Background: an optimization exercise with open tools, aiming at small area, a short achievable clock period and few clock cycles per item. Do not read the settings as production practice. Function was checked by simulation only, so behaviour that the tests miss may differ from the original. Power and IR drop assume default switching activity.

## int_pipe_top
module int_pipe_top (
    input  logic                     clk,
    input  logic                     reset,
    input  logic                     in_valid,
    output logic                     in_ready,
    input  int_pipe_pkg::instr_t     instr,
    input  int_pipe_pkg::word_t      rs_data,
    input  int_pipe_pkg::word_t      rt_data,
    output logic                     out_valid,
    input  logic                     out_ready,
    output logic                     out_wen,
    output int_pipe_pkg::reg_addr_t  out_dest,
    output int_pipe_pkg::word_t      out_data,
    output logic                     out_reserved
);
    logic sel_sum, sel_slt, sel_g, sel_p, sel_nor, sel_lui, sel_shr, sel_shl;
    logic sub, lt_signed, srcb_imm, srcb_zero, imm_sext;
    logic sft_var, sft_left, sft_arith;
    logic wen, reserved;
    int_pipe_pkg::reg_addr_t dest;
    int_pipe_pkg::word_t     result;
    instr_decoder u_instr_decoder (
        .instr     (instr),
        .rt_zero   (rt_data == '0),
        .sel_sum   (sel_sum),
        .sel_slt   (sel_slt),
        .sel_g     (sel_g),
        .sel_p     (sel_p),
        .sel_nor   (sel_nor),
        .sel_lui   (sel_lui),
        .sel_shr   (sel_shr),
        .sel_shl   (sel_shl),
        .sub       (sub),
        .lt_signed (lt_signed),
        .srcb_imm  (srcb_imm),
        .srcb_zero (srcb_zero),
        .imm_sext  (imm_sext),
        .sft_var   (sft_var),
        .sft_left  (sft_left),
        .sft_arith (sft_arith),
        .wen       (wen),
        .dest      (dest),
        .reserved  (reserved)
    );
    exec_unit u_exec_unit (
        .instr     (instr),
        .rs_val    (rs_data),
        .rt_val    (rt_data),
        .sel_sum   (sel_sum),
        .sel_slt   (sel_slt),
        .sel_g     (sel_g),
        .sel_p     (sel_p),
        .sel_nor   (sel_nor),
        .sel_lui   (sel_lui),
        .sel_shr   (sel_shr),
        .sel_shl   (sel_shl),
        .sub       (sub),
        .lt_signed (lt_signed),
        .srcb_imm  (srcb_imm),
  ...
Size in the first run: ~820 cells after synthesis, about 140 I/O pins.
clock: 7.0 ns
lec_check: 0
abc_area: 1
cap_margin: 20
core_margin: 2
core_utilization: 40
setup_slack_margin: 2.0
slew_margin: 20
standard.sh (not shown) runs the stock make flow with config.mk's settings and CLKGATE_MAP_FILE= SYNTH_SCRIPT=/design/flow/synth_recipe.tcl, a recipe that flattens the netlist after the stock synthesis.
==> flow/flow/run.sh <==
#!/bin/bash
# The standard layout with two changes:
#  - synthesis maps with the ABC script in flow/abc_area.script (ABC_AREA=1
#    picks it up from a copy of the ORFS scripts folder; nothing else differs)
#  - the port buffers are the smallest plain buffer (buf_1) instead of the
#    default delay buffer
set -e
rm -rf scripts
cp -r "$FLOW_HOME/scripts" scripts
cp flow/abc_area.script scripts/abc_area.script
export BUFFER_PORTS_ARGS="-buffer_cell sky130_fd_sc_hd__buf_1"
bash standard.sh SCRIPTS_DIR="$PWD/scripts" finish > standard.log 2>&1
==> flow/flow/abc_area.script <==
strash
dch
amap
topo
Testbench counts at the start, summed over its fixed seeds: cycles 16,008, items 16,000.
Edit:
==> flow/flow/run.sh (replaced) <==
#!/bin/bash
# The standard layout, with the port buffers made from the smallest plain
# buffer (buf_1) instead of the default delay buffer
export BUFFER_PORTS_ARGS="-buffer_cell sky130_fd_sc_hd__buf_1"
bash standard.sh > standard.log 2>&1
SETUP_SLACK_MARGIN = 2.4   (was 2.0)
removed: flow/flow/abc_area.script
Clock skew barely changes.
Count of clock-buffer cells in the layout rises by 1.
Global-route usage went down by 2.8 points.
Design area grows by 8.5%.
Setup slack gets better by 960 ps.
Total power shrinks by 5.1%.
Wire length grows by 15%.
Hold slack got worse by 140 ps.
Non-clock buffer count came out lower by 32.
Sequential cell count does not change.
Edit:
==> flow/flow/run.sh (replaced) <==
#!/bin/bash
# The standard layout with two changes:
#  - the full and half adder cells are added to the don't-use list, so
#    synthesis leaves adders as plain gates for ABC to map
#  - the port buffers are the smallest plain buffer (buf_1) instead of the
#    default delay buffer
set -e
DU="$(cat flow/dont_use.txt)"
export BUFFER_PORTS_ARGS="-buffer_cell sky130_fd_sc_hd__buf_1"
bash standard.sh "DONT_USE_CELLS=$DU" finish > standard.log 2>&1
==> flow/flow/dont_use.txt (new file) <==
sky130_fd_sc_hd__probe_p_8 sky130_fd_sc_hd__probec_p_8 sky130_fd_sc_hd__lpflow_bleeder_1 sky130_fd_sc_hd__lpflow_clkbufkapwr_1 sky130_fd_sc_hd__lpflow_clkbufkapwr_16 sky130_fd_sc_hd__lpflow_clkbufkapwr_2 sky130_fd_sc_hd__lpflow_clkbufkapwr_4 sky130_fd_sc_hd__lpflow_clkbufkapwr_8 sky130_fd_sc_hd__lpflow_clkinvkapwr_1 sky130_fd_sc_hd__lpflow_clkinvkapwr_16 sky130_fd_sc_hd__lpflow_clkinvkapwr_2 sky130_fd_sc_hd__lpflow_clkinvkapwr_4 sky130_fd_sc_hd__lpflow_clkinvkapwr_8 sky130_fd_sc_hd__lpflow_decapkapwr_12 sky130_fd_sc_hd__lpflow_decapkapwr_3 sky130_fd_sc_hd__lpflow_decapkapwr_4 sky130_fd_sc_hd__lpflow_decapkapwr_6 sky130_fd_sc_hd__lpflow_decapkapwr_8 sky130_fd_sc_hd__lpflow_inputiso0n_1 sky130_fd_sc_hd__lpflow_inputiso0p_1 sky130_fd_sc_hd__lpflow_inputiso1n_1 sky130_fd_sc_hd__lpflow_inputiso1p_1 sky130_fd_sc_hd__lpflow_inputisolatch_1 sky130_fd_sc_hd__lpflow_isobufsrc_1 sky130_fd_sc_hd__lpflow_isobufsrc_16 sky130_fd_sc_hd__lpflow_isobufsrc_2 sky130_fd_sc_hd__lpflow_isobufsrc_4 sky130_fd_sc_hd__lpflow_isobufsrc_8 sky130_fd_sc_hd__lpflow_isobufsrckapwr_16 sky130_fd_sc_hd__lpflow_lsbuf_lh_hl_isowell_tap_1 sky130_fd_sc_hd__lpflow_lsbuf_lh_hl_isowell_tap_2 sky130_fd_sc_hd__lpflow_lsbuf_lh_hl_isowell_tap_4 sky130_fd_sc_hd__lpflow_lsbuf_lh_isowell_4 sky130_fd_sc_hd__lpflow_lsbuf_lh_isowell_tap_1 sky130_fd_sc_hd__lpflow_lsbuf_lh_isowell_tap_2 sky130_fd_sc_hd__lpflow_lsbuf_lh_isowell_tap_4  sky130_fd_sc_hd__fa_1 sky130_fd_sc_hd__fa_2 sky130_fd_sc_hd__fa_4 sky130_fd_sc_hd__ha_1 sky130_fd_sc_hd__ha_2 sky130_fd_sc_hd__ha_4
SETUP_SLACK_MARGIN = 3.0   (was 2.4)
The new run finished clean.
Worst hold slack is about the same.
Non-clock buffer count grows by 1.
Core utilization is higher by 1.6 points.

static timing again, ports no longer ideal:
In the flow no input, the clock included, has a driving cell. The finished layouts below were timed again as built, in two steps. Step 1: set_driving_cell puts a clkbuf_16 on clk and a buf_2 on each other input, an assumption about the parent block. Step 2 times the ports against the registers' clock, not the clock port: input delays grow and output delays shrink by t, the midpoint of the rising clock arrivals with the driver on. a / b / c = ideal ports / drivers / drivers and shift; a / b = the first two.
run	shift t [ns]	setup slack, ns	latest minus earliest clock arrival (ns)	worst register clock-pin slew, ns
the first run	0.337	1.504 / 1.517 / 1.180	0.006 / 0.007	0.06 / 0.06
the second run	0.323	2.459 / 2.466 / 2.143	0.010 / 0.010	0.06 / 0.06
the third run	0.331	2.972 / 2.989 / 2.658	0.012 / 0.012	0.07 / 0.07
After both steps every run listed still meets setup and hold. For the first run, which loses most, drivers alone change the setup slack by +0.013 ns; drivers and shift together by -0.324 ns.
